Context: an optimization exercise on an open-source flow, tuned for small area, a short achievable clock period and few clock cycles per item. The choices shown serve that exercise and are no tape-out recipe. In this exercise RTL edits were held to simulation tests only and were not proved equivalent to the original.

==> flow/design.v, too long to show whole: its modules and the start of the top module <==
// module mfrs_mul: 875 lines
// module median_filter_range_scaler: 270 lines
module median_filter_range_scaler
(
	input  logic                  clk,
	input  logic                  arst_n,
	input  logic                  sample_valid,
	output logic                  sample_ready,
	input  logic [SAMPLE_BITS-1:0] sample,
	output logic                  result_valid,
	input  logic                  result_ready,
	output logic [SAMPLE_BITS-1:0] result_filtered,
	output logic signed [VAL_W-1:0] result_value,
	output logic                  result_valid_res,
	input  logic                  psel,
	input  logic                  penable,
	input  logic                  pwrite,
	input  logic [APB_ADDR_W-1:0] paddr,
	input  logic [APB_DATA_W-1:0] pwdata,
	output logic [APB_DATA_W-1:0] prdata,
	output logic                  pready
);
  // ...
==> flow/run.sh <==
#!/bin/bash
# synth_recipe.tcl (not shown) runs the flow's synth.tcl, then flattens the netlist and writes it again
# the make line also repeats each setting of config.mk as NAME=value (left out here)
make -C /OpenROAD-flow-scripts/flow DESIGN_CONFIG=/design/flow/config.mk WORK_HOME=/design/flow/orfs CLKGATE_MAP_FILE= SYNTH_SCRIPT=/design/flow/synth_recipe.tcl finish
==> flow/config.mk <==
export PLATFORM = sky130hd
export DESIGN_NAME = median_filter_range_scaler
export DESIGN_NICKNAME = median_filter_range_scaler
export VERILOG_FILES = /design/flow/design.v
export SDC_FILE = /design/flow/constraint.sdc
export NUM_CORES = 4
export LEC_CHECK = 0
export CAP_MARGIN = 20
export CORE_MARGIN = 2
export CORE_UTILIZATION = 40
export PLACE_DENSITY = 0.6
export SETUP_SLACK_MARGIN = 3.0
export SLEW_MARGIN = 20
==> flow/constraint.sdc <==
create_clock -name core_clock -period 7.5 [get_ports {clk}]
set_input_delay 1.5000 -clock core_clock [delete_from_list [all_inputs] [get_ports {clk}]]
set_output_delay 1.5000 -clock core_clock [all_outputs]
set_load 0.01 [all_outputs]
==> reports/summary.log, run 1 <==
[run_status] outcome complete, no violations
[floorplan] Tap Count 765
[final_layout] number of logic inverters in the finished layout 358
[yosys] mux cell area share after synthesis 4.35%
[worst_setup_path] Worst path top cell family by delay adder cells
[routing] routed length on met1 25600 um
[cts] CTS Buf Count 30
[final_layout] number of flip-flops under the largest register name 50
[cts] clock tree from TritonCTS built
[final_layout] commonest cells after routing, fill and taps aside sky130_fd_sc_hd__inv_1, sky130_fd_sc_hd__nand2_1, sky130_fd_sc_hd__fa_1
[sta] transition time at the pin with the least slew margin 0.949 ns
[yosys] proportion of synthesized flip-flops having asynchronous set or reset 46.4%
[final_layout] sequential cell area 0.00667 mm^2
[global_route] initial antenna violation count 2
[cts] number of gates resized after CTS 150
[cts] CTS Hold Buffers Added 0
[final_layout] number of signal-net buffers in the layout 160
[sta] RSZ-0062 raised after global routing true
[yosys] count of yosys warnings during synthesis 2
[final_layout] Regs by FF count win_q x50, cfg_q x46, kx_q x32
[yosys] mean instance size in the synthesized netlist 9.68 um^2
[worst_setup_path] reg-to-reg startpoint offa_q[1]
[final_layout] multi-input logic portion of the cell area 57.6%
[worst_setup_path] end of the worst register-to-register path tcp_q
[floorplan] overall die height 246 um
[yosys] Main synth FF type sky130_fd_sc_hd__edfxtp_1
[cts] CTS HTree Levels 1
[routing] number of detailed-route iterations in the first pass 5
[yosys] count of unique library cells instantiated by Yosys 82
[yosys] instance count of the mapped netlist 2412
[final_layout] total non-filler cell area in the finished layout 0.0272 mm^2
[final_layout] Fill cells 5483
[yosys] Post-Synth Adder-Cell Area 28.6%
[routing] remaining antenna violation count after routing 0
[worst_setup_path] worst-path cell chain buf_12 -> and2_1 -> fa_2 -> fa_1 -> inv_1 -> fa_1 -> fa_1 -> fa_2 -> ha_4 -> and3_4 -> nand3_2 -> nor2_2 -> a2111oi_4 -> o311ai_2 -> a221o_1
[final_layout] number of sequential cells 252
[final_layout] number of inserted diodes 0
[yosys] Post-synth EDFFs 101
Testbench counts, summed over its fixed seeds: cycles 4,224, items 3,840.
==> module median_filter_range_scaler, before the edit <==
module median_filter_range_scaler
(
	input  logic                  clk,
	input  logic                  arst_n,
	input  logic                  sample_valid,
	output logic                  sample_ready,
	input  logic [SAMPLE_BITS-1:0] sample,
	output logic                  result_valid,
	input  logic                  result_ready,
	output logic [SAMPLE_BITS-1:0] result_filtered,
	output logic signed [VAL_W-1:0] result_value,
	output logic                  result_valid_res,
	input  logic                  psel,
	input  logic                  penable,
	input  logic                  pwrite,
	input  logic [APB_ADDR_W-1:0] paddr,
	input  logic [APB_DATA_W-1:0] pwdata,
	output logic [APB_DATA_W-1:0] prdata,
	output logic                  pready
);
	localparam int KSTEPS = 2;
	localparam int KXW    = 32;
	localparam int KCYC   = KXW / KSTEPS;
	mfrs_pkg::mfrs_cfg_t cfg_q;
	logic [REG_IDX_W-1:0] reg_idx;
	logic                 cfg_wr;
	assign pready  = 1'b1;
	assign reg_idx = paddr[APB_ADDR_W-1:2];
	assign cfg_wr  = psel && penable && pwrite;
	always_comb begin
		unique case (reg_idx)
			REG_INPUT_LOW:     prdata = APB_DATA_W'(cfg_q.input_low);
			REG_INPUT_HIGH:    prdata = APB_DATA_W'(cfg_q.input_high);
			REG_OUTPUT_LOW:    prdata = APB_DATA_W'(cfg_q.output_low);
			REG_OUTPUT_HIGH:   prdata = APB_DATA_W'(cfg_q.output_high);
			REG_INVERT_ENABLE: prdata = APB_DATA_W'(cfg_q.invert_enable);
			REG_DIGITAL_MODE:  prdata = APB_DATA_W'(cfg_q.digital_mode);
			default:           prdata = '0;
		endcase
	end
	always_ff @(posedge clk or negedge arst_n) begin
		if (!arst_n) begin
			cfg_q.input_low     <= RST_INPUT_LOW;
			cfg_q.input_high    <= RST_INPUT_HIGH;
			cfg_q.output_low    <= RST_OUTPUT_LOW;
			cfg_q.output_high   <= RST_OUTPUT_HIGH;
			cfg_q.invert_enable <= 1'b0;
			cfg_q.digital_mode  <= 1'b0;
		end else if (cfg_wr) begin
			unique case (reg_idx)
				REG_INPUT_LOW:     cfg_q.input_low     <= pwdata[REG_W-1:0];
				REG_INPUT_HIGH:    cfg_q.input_high    <= pwdata[REG_W-1:0];
				REG_OUTPUT_LOW:    cfg_q.output_low    <= pwdata[REG_W-1:0];
				REG_OUTPUT_HIGH:   cfg_q.output_high   <= pwdata[REG_W-1:0];
				REG_INVERT_ENABLE: cfg_q.invert_enable <= pwdata[0];
				REG_DIGITAL_MODE:  cfg_q.digital_mode  <= pwdata[0];
				default: ;
			endcase
		end
	end
	logic [REG_W-1:0] den_q;     
	logic             neg_q;     
	logic             szero_q;   
	logic [REG_W:0]   out_span;
	assign out_span = {1'b0, cfg_q.output_high} - {1'b0, cfg_q.output_low};
	always_ff @(posedge clk) begin
		den_q   <= cfg_q.input_high - cfg_q.input_low;
		neg_q   <= out_span[REG_W];
		szero_q <= (cfg_q.input_high == cfg_q.input_low);
	end
	logic en;
	logic out_valid_q;
	logic kbusy_q;
	logic kready;
	assign en           = !out_valid_q || result_ready;
	assign sample_ready = en && kready;
	logic take;
	assign take = sample_valid && sample_ready;
	logic [REG_W-1:0] kr_q;
	logic [KXW-1:0]   kx_q;
	logic [4:0]       kcnt_q;
	logic             kpend_q;
	logic             kwr;
	logic [REG_W-1:0] kr_n;
	logic [KXW-1:0]   kx_n;
	logic [REG_W-1:0] kmag, kdm1;
	assign kwr = cfg_wr && !reg_idx[2];
	assign kready = !kbusy_q || (!kpend_q && (kcnt_q >= 5'(KCYC - 2)));
	always_comb begin
		kmag = out_span[REG_W] ? REG_W'(-out_span) : out_span[REG_W-1:0];
		kdm1 = cfg_q.input_high - cfg_q.input_low - 1'b1;
	end
	always_comb begin
		logic [REG_W:0]   t;
		logic [REG_W+1:0] dif;
		kr_n = kr_q;
		kx_n = kx_q;
		for (int k = 0; k < KSTEPS; k++) begin
			t    = {kr_n, kx_n[KXW-1]};
			dif  = {1'b0, t} - {2'b00, den_q};
			kx_n = {kx_n[KXW-2:0], !dif[REG_W+1]};
			kr_n = dif[REG_W+1] ? t[REG_W-1:0] : dif[REG_W-1:0];
		end
	end
	always_ff @(posedge clk or negedge arst_n) begin
		if (!arst_n) begin
			kpend_q <= 1'b1;
			kbusy_q <= 1'b1;
			kcnt_q  <= '0;
		end else begin
			kpend_q <= kwr;
			if (kwr) begin
				kbusy_q <= 1'b1;
				kcnt_q  <= '0;
			end else if (kbusy_q && !kpend_q) begin
				kcnt_q <= kcnt_q + 1'b1;
				if (kcnt_q == 5'(KCYC - 1)) kbusy_q <= 1'b0;
			end
		end
	end
	always_ff @(posedge clk) begin
		if (kpend_q) begin
			kr_q <= '0;
			kx_q <= {kmag, 10'b0, out_span[REG_W] ? REG_W'(0) : kdm1};
		end else if (kbusy_q) begin
			kr_q <= kr_n;
			kx_q <= kx_n;
		end
	end
	logic [4:0][SAMPLE_BITS-1:0] win_q;
	logic [4:0][4:0]             ord_q;
	logic [3:0]                  le;      
	always_comb begin
		for (int j = 0; j < 4; j++)
			le[j] = (sample <= win_q[j]);
	end
	always_ff @(posedge clk or negedge arst_n) begin
		if (!arst_n) begin
			win_q <= '0;
			ord_q <= '1;
		end else if (take) begin
			win_q <= {win_q[3:0], sample};
			for (int i = 0; i < 4; i++)
				for (int j = i + 1; j < 4; j++)
					ord_q[i + 1][j + 1] <= ord_q[i][j];
			for (int j = 0; j < 4; j++)
				ord_q[0][j + 1] <= le[j];
		end
	end
	logic v1_q;
	always_ff @(posedge clk or negedge arst_n) begin
		if (!arst_n) v1_q <= 1'b0;
		else if (en) v1_q <= take;
	end
	logic [4:0]             pick;
	logic [SAMPLE_BITS-1:0] med1;
	function automatic logic two_of_four(input logic [3:0] b);
		two_of_four = ((3'(b[0]) + 3'(b[1]) + 3'(b[2]) + 3'(b[3])) == 3'd2);
	endfunction
	always_comb begin
		logic [3:0] bef;
		for (int i = 0; i < 5; i++) begin
			for (int j = 0; j < 4; j++) begin
				if (j < i) bef[j] = ord_q[j][i];
				else       bef[j] = !ord_q[i][j + 1];
			end
			pick[i] = two_of_four(bef);
		end
		med1 = '0;
		for (int i = 0; i < 5; i++)
			med1 = med1 | (win_q[i] & {SAMPLE_BITS{pick[i]}});
	end
	logic                   va_q;
	logic                   inra_q;
	logic [SAMPLE_BITS-1:0] meda_q;
	logic [SAMPLE_BITS-1:0] offa_q;
	always_ff @(posedge clk or negedge arst_n) begin
		if (!arst_n) va_q <= 1'b0;
		else if (en) va_q <= v1_q;
	end
	always_ff @(posedge clk) begin
		if (en) begin
			inra_q <= ({1'b0, med1} >= cfg_q.input_low) && ({1'b0, med1} <= cfg_q.input_high) && !szero_q;
			meda_q <= med1;
			offa_q <= med1 - SAMPLE_BITS'(cfg_q.input_low);
		end
	end
	logic [REG_W-1:0] ta2, tb2;
	logic             tc2, frac2;
	mfrs_mul u_mul (
		.d    (offa_q),
		.k    (kx_q),
		.ta   (ta2),
		.tb   (tb2),
		.tc   (tc2),
		.frac (frac2)
	);
	logic                   pv;
	logic                   inrp_q;
	logic [SAMPLE_BITS-1:0] medp_q;
	logic [REG_W-1:0]       tap_q, tbp_q;
	logic                   tcp_q, fracp_q;
	always_ff @(posedge clk or negedge arst_n) begin
		if (!arst_n) pv <= 1'b0;
		else if (en) pv <= va_q;
	end
	always_ff @(posedge clk) begin
		if (en) begin
			inrp_q  <= inra_q;
			medp_q  <= meda_q;
			tap_q   <= ta2;
			tbp_q   <= tb2;
			tcp_q   <= tc2;
			fracp_q <= frac2;
		end
	end
	logic                    scl;
	logic [SAMPLE_BITS-1:0]  medf;
	logic [REG_W-1:0]        quo;
	logic                    rnz;
	logic [VAL_W:0]          xa, xb, xs, zs;
	logic                    xc;
	logic signed [VAL_W-1:0] fval;
	logic                    fvres;
	always_comb begin
		scl  = inrp_q;
		medf = medp_q;
		quo  = tap_q + tbp_q + REG_W'(tcp_q);
		rnz  = fracp_q;
		xa   = (neg_q && !cfg_q.invert_enable) ? ~{2'b00, quo} : {2'b00, quo};
		xb   = !cfg_q.invert_enable ? '0 :
		       neg_q ? {2'b00, cfg_q.output_high} : ~{2'b00, cfg_q.output_high};
		xc   = neg_q ? (cfg_q.invert_enable ? rnz : !rnz) : cfg_q.invert_enable;
		xs   = xa + xb + (VAL_W + 1)'(xc);
		zs   = {2'b00, cfg_q.output_high} - {2'b00, quo};
		if (cfg_q.digital_mode) begin
			fval  = (medf != '0) ? VAL_W'(1) : VAL_W'(-1);
			fvres = 1'b1;
		end else if (scl) begin
			if (!cfg_q.invert_enable)
				fval = xs[VAL_W-1:0];
			else if (!neg_q)
				fval = xs[VAL_W] ? zs[VAL_W-1:0] : xs[VAL_W-1:0];
			else
				fval = (xs[VAL_W] || xs[VAL_W-1]) ? VAL_W'(VAL_MAX_I) : xs[VAL_W-1:0];
			fvres = 1'b1;
		end else begin
			fval  = VAL_W'(-1);
			fvres = 1'b0;
		end
	end
	logic [SAMPLE_BITS-1:0]  out_filt_q;
	logic signed [VAL_W-1:0] out_value_q;
	logic                    out_vres_q;
	always_ff @(posedge clk or negedge arst_n) begin
		if (!arst_n) out_valid_q <= 1'b0;
		else if (en) out_valid_q <= pv;
	end
	always_ff @(posedge clk) begin
		if (en) begin
			out_filt_q  <= medf;
			out_value_q <= fval;
			out_vres_q  <= fvres;
		end
	end
	assign result_valid     = out_valid_q;
	assign result_filtered  = out_filt_q;
	assign result_value     = out_value_q;
	assign result_valid_res = out_vres_q;
endmodule
==> run 2, diff against run 1 <==
--- a/flow/design.v
+++ b/flow/design.v
@@ -943,7 +943,6 @@
 	output logic                  pready
 );
-	localparam int KSTEPS = 2;
 	localparam int KXW    = 32;
-	localparam int KCYC   = KXW / KSTEPS;
+	localparam int KCYC   = KXW / 2;
 	mfrs_pkg::mfrs_cfg_t cfg_q;
 	logic [REG_IDX_W-1:0] reg_idx;
@@ -984,10 +983,14 @@
 	end
 	logic [REG_W-1:0] den_q;     
+	logic [REG_W+1:0] den3_q;    
+	logic [REG_W-1:0] den_c;
 	logic             neg_q;     
 	logic             szero_q;   
 	logic [REG_W:0]   out_span;
 	assign out_span = {1'b0, cfg_q.output_high} - {1'b0, cfg_q.output_low};
+	assign den_c = cfg_q.input_high - cfg_q.input_low;
 	always_ff @(posedge clk) begin
-		den_q   <= cfg_q.input_high - cfg_q.input_low;
+		den_q   <= den_c;
+		den3_q  <= {2'b00, den_c} + {1'b0, den_c, 1'b0};
 		neg_q   <= out_span[REG_W];
 		szero_q <= (cfg_q.input_high == cfg_q.input_low);
@@ -1016,13 +1019,22 @@
 	end
 	always_comb begin
-		logic [REG_W:0]   t;
-		logic [REG_W+1:0] dif;
-		kr_n = kr_q;
-		kx_n = kx_q;
-		for (int k = 0; k < KSTEPS; k++) begin
-			t    = {kr_n, kx_n[KXW-1]};
-			dif  = {1'b0, t} - {2'b00, den_q};
-			kx_n = {kx_n[KXW-2:0], !dif[REG_W+1]};
-			kr_n = dif[REG_W+1] ? t[REG_W-1:0] : dif[REG_W-1:0];
+		logic [REG_W+1:0] t;
+		logic [REG_W+2:0] s1, s2, s3;
+		t  = {kr_q, kx_q[KXW-1 -: 2]};
+		s1 = {1'b0, t} - {3'b000, den_q};
+		s2 = {1'b0, t} - {2'b00, den_q, 1'b0};
+		s3 = {1'b0, t} - {1'b0, den3_q};
+		if (!s3[REG_W+2]) begin
+			kr_n = s3[REG_W-1:0];
+			kx_n = {kx_q[KXW-3:0], 2'd3};
+		end else if (!s2[REG_W+2]) begin
+			kr_n = s2[REG_W-1:0];
+			kx_n = {kx_q[KXW-3:0], 2'd2};
+		end else if (!s1[REG_W+2]) begin
+			kr_n = s1[REG_W-1:0];
+			kx_n = {kx_q[KXW-3:0], 2'd1};
+		end else begin
+			kr_n = t[REG_W-1:0];
+			kx_n = {kx_q[KXW-3:0], 2'd0};
 		end
 	end
@@ -1045,11 +1057,12 @@
 	always_ff @(posedge clk) begin
 		if (kpend_q) begin
-			kr_q <= '0;
 			kx_q <= {kmag, 10'b0, out_span[REG_W] ? REG_W'(0) : kdm1};
 		end else if (kbusy_q) begin
-			kr_q <= kr_n;
 			kx_q <= kx_n;
 		end
 	end
+	always_ff @(posedge clk) begin
+		kr_q <= kpend_q ? '0 : kr_n;
+	end
 	logic [4:0][SAMPLE_BITS-1:0] win_q;
 	logic [4:0][4:0]             ord_q;
==> reports/summary.log, run 2 <==
[placed_design] number of I/O port buffers 66
[worst_setup_path] flop-to-flop setup slack 2.73 ns
[yosys] Post-synth EDFFs 101 [unchanged]
[yosys] top cells by area, synth sky130_fd_sc_hd__fa_1, sky130_fd_sc_hd__edfxtp_1, sky130_fd_sc_hd__ha_1, sky130_fd_sc_hd__dfrtp_1, sky130_fd_sc_hd__inv_1
[yosys] most instantiated cells after synthesis sky130_fd_sc_hd__inv_1, sky130_fd_sc_hd__nand2_1, sky130_fd_sc_hd__ha_1
[yosys] proportion of synthesized flip-flops having asynchronous set or reset 44.3% [-2.1 points]
[final_layout] Regs by FF count win_q x50, cfg_q x46, kx_q x32
[global_route] met1 Resource Use GR 25.6%
[global_route] global routing's busiest layer met2
[placed_design] Post-Place Cell Area 0.0260 mm^2
[routing] vias after detailed routing 18.1k
[worst_setup_path] maximum fanout along the worst path 6
[global_route] met3 layer usage reported by global route 2.54%
[worst_setup_path] worst-path cell chain buf_12 -> buf_6 -> buf_4 -> and2_1 -> ha_1 -> fa_1 -> inv_1 -> fa_1 -> fa_1 -> inv_1 -> fa_1 -> ha_4 -> a21o_1 -> a211oi_2 -> o211ai_1 -> o22a_2
[placed_design] half-perimeter wire length of the detailed placement result 45200 um
[yosys] Main synth FF type sky130_fd_sc_hd__edfxtp_1
[worst_setup_path] Top cell by count, worst path sky130_fd_sc_hd__fa_1
[yosys] mean instance size in the synthesized netlist 9.53 um^2 [-1.6%]
[global_route] grt total ovfl 0
[routing] number of detailed-route iterations in the first pass 5 [unchanged]
[floorplan] overall die height 252 um [+2.5%]
[sta] headroom to the max-slew limit 36.1%
[cts] CTS HTree Levels 1 [unchanged]
[yosys] count of yosys warnings during synthesis 2 [unchanged]
[hold_path] WHS Path Cells 0
[final_layout] number of flip-flops under the largest register name 50 [unchanged]
[global_route] global-route track usage on met2 34.2%
[global_route] Total GRT Usage 19.6%
[yosys] instance count of the mapped netlist 2579 [+6.9%]
[yosys] most instantiated library cell after synthesis sky130_fd_sc_hd__inv_1
[floorplan] starting density of the core 40.6%
[yosys] number of storage elements in the synthesis netlist 264
[floorplan] Die Footprint 0.0634 mm^2
[final_layout] area added between synthesis and finish 14.3%
[routing] detailed-route wire length 62500 um
[sta] Final period util 63.6%
[yosys] netlist area before placement 0.0246 mm^2
[floorplan] Core Area 0.0606 mm^2
[global_route] global-route wire length before repair 99300 um
[routing] number of design-rule violations left by the first detailed-router iteration 1006
[worst_setup_path] number of cells on the worst reg-to-reg path 16
[cts] Clock Tree Root sky130_fd_sc_hd__clkbuf_16
[sta] minimum clock period after layout 4.77 ns
[sta] count of final setup violators 0
[worst_setup_path] crit-path max cell delay 0.60 ns
[placed_design] weighted congestion reported at the end of routability-driven placement 0.865
[floorplan] horizontal die dimension 252 um
[sta] count of endpoints failing hold in the final timing report 0
[cts] clock tree from TritonCTS built
[global_route] via count of the first global-routing pass 18.8k
[worst_setup_path] end of the worst register-to-register path tcp_q
[final_layout] register with the most flip-flops win_q
[final_layout] commonest cells after routing, fill and taps aside sky130_fd_sc_hd__inv_1, sky130_fd_sc_hd__nand2_1, sky130_fd_sc_hd__ha_1
[cts] CTS sink cnt 264
[yosys] sequential area share after synthesis 28.1%
[final_layout] number of cells in the finished layout apart from fillers 3462
[worst_setup_path] data arrival time of the critical path 5.06 ns
[cts] CTS Buf Count 30 [unchanged]
[worst_setup_path] Critical Path Slowest Stage Cell sky130_fd_sc_hd__fa_1
[sta] RSZ-0062 raised after global routing true
[worst_setup_path] reg-to-reg startpoint offa_q[0]
[worst_setup_path] critical setup path kind reg -> reg
[global_route] initial antenna violation count 1 [-1]
[cts] CTS Hold Buffers Added 0 [unchanged]
[run_status] outcome complete, no violations
[hold_path] Worst Hold Endpoint medp_q[6]
[cts] maximum buffer depth of the clock tree 3
[hold_path] startpoint of the lowest-slack hold path meda_q[6]
[final_layout] most common library cell in the layout ignoring fill and taps sky130_fd_sc_hd__inv_1
[floorplan] number of placed I/O pins 112
[routing] remaining antenna violation count after routing 0 [unchanged]
[global_route] maximum number of pins on one net before global-route repair 109
[sta] transition time at the pin with the least slew margin 0.959 ns [+0.00959 ns]
[worst_setup_path] critical path data required time 7.79 ns
[cts] clk latency of the worst-skew pair 0.60 ns
[final_layout] Final Net Count 3153
[yosys] Yosys top cell by area sky130_fd_sc_hd__fa_1
[final_layout] layout cells sized above 1 12.6%
[placed_design] count of placed standard cells including taps 3351
[worst_setup_path] kind of end point of the critical path flop
[sta] Sum Neg Setup Slack 0 ns
[sta] maximum clock rate 0.210 GHz
[sta] maximum clock skew at final layout 0.0464 ns
[floorplan] site row count 90
[final_layout] total non-filler cell area in the finished layout 0.0281 mm^2 [+3.2%]
[yosys] count of unique library cells instantiated by Yosys 79 [-3.7%]
[sta] Final Max Slew Viols 0
[routing] via-per-instance ratio 5.24
[cts] Clk pin slew, worst setup/hold paths 0.06 ns
[hold_path] class of the tightest hold or removal check reg -> reg
[flow_run] MaxCap Viol Count 0
[routing] WL per Instance 18.0 um
[routing] DR DRC count 0
[yosys] share of the synthesized area in the top cell type 17.4%
[worst_setup_path] Critical Path Source Type flop
[run 2: how the worst max path moves through the flow]
stage / start / to / slack, ns / cells after the start
floorplan: offa_q[0] / tcp_q / 3.01 / 17
global placement: paddr[2] / prdata[2] / 1.92 / 4
detailed placement: paddr[2] / prdata[2] / 1.92 / 4
CTS: offa_q[2] / tcp_q / 2.70 / 17
global route: offa_q[0] / tcp_q / 2.58 / 17
finish: offa_q[0] / tcp_q / 2.73 / 16
[run 2: kinds of logic (layout without fill, tap and decap cells)]
logic type / after synthesis / count (layout) / share of synthesized area, %
compound gates: 423 / 423 / 11.1
xor+xnor: 146 / 146 / 5.33
fa+ha+maj: 443 / 443 / 29.1
buf+inv: 492 / 571 / 7.88
flops: 264 / 264 / 28.1
mux: 73 / 73 / 3.71
other cells: 2 / 23 / 0.0306
simple gates: 736 / 737 / 14.8
[run 2: what timing repair did]
action	in CTS	in global routing
setup buffers	42	8
setup endpoints to repair	32	22
cloned	4	1
resized for setup	101	69
pin swaps	57	52
[run 2: layout make-up]
cell class | count | area, um^2
multi-input combinational | 1844 | 16400
timing repair buffer | 138 | 1360
tap | 782 | 978
clock buffer | 40 | 808
sequential | 264 | 6910
antenna | 1 | 2.50
clock inverter | 15 | 189
inverter | 378 | 1430
fill | 5664 | 32500
[run 2: stage by stage]
step                      utilization [%]  setup slack (ns)  hold WS (ns)
final                                46.4              2.73         0.419
after global routing                 46.4              2.58         0.422
after CTS                            45.8              2.70         0.422
after detailed placement             42.9              1.92         0.407
after global placement               42.8              1.92         0.404
after floorplan                         -              3.01         0.400
[run 2: critical path, delay by kind of cell (launching register included)]
family | cells | cell delay, ns
adders and majority gates | 6 | 2.47
AOI/OAI and AO/OA | 4 | 0.82
buffers and inverters | 5 | 0.62
DFF | 1 | 0.43
and+or+nand+nor | 1 | 0.16
[run 2: per-layer routing]
layer | wire length [um] | share of wire, %
met3 | 2850 | 4.6
met5 | 0 | 0
met4 | 1680 | 2.7
met1 | 26900 | 43
met2 | 31100 | 50
Testbench counts of run 2, summed over its fixed seeds: cycles 4,224, items 3,840.

-- re-timing with driven ports --
The results above use ideal ports. As a check the final layouts listed here were re-extracted and re-timed, cells and wires unchanged. Step 1 (the two cells are an assumption about what drives the block):
set clk [get_ports {clk}]
set_driving_cell -lib_cell sky130_fd_sc_hd__clkbuf_16 $clk
set_driving_cell -lib_cell sky130_fd_sc_hd__buf_2 [delete_from_list [all_inputs] $clk]
Step 2 adds t to the input delays and takes it off the output delays; t is the mean of the earliest and latest rising clock arrival at the registers after step 1. Input paths then give back, and output paths get back, about the clock's delay inside the block. a / b / c = ideal / step 1 / step 2; a / b = the first two.
run | t, ns | slack for setup (ns) | worst setup path at the end | clock arrival spread, ns
run 1 | 0.641 | 2.550 / 2.550 / 2.550 | register to register | 0.058 / 0.059
run 2 | 0.640 | 2.733 / 2.733 / 2.733 | register to register | 0.048 / 0.048
After both steps every run listed still meets setup and hold.
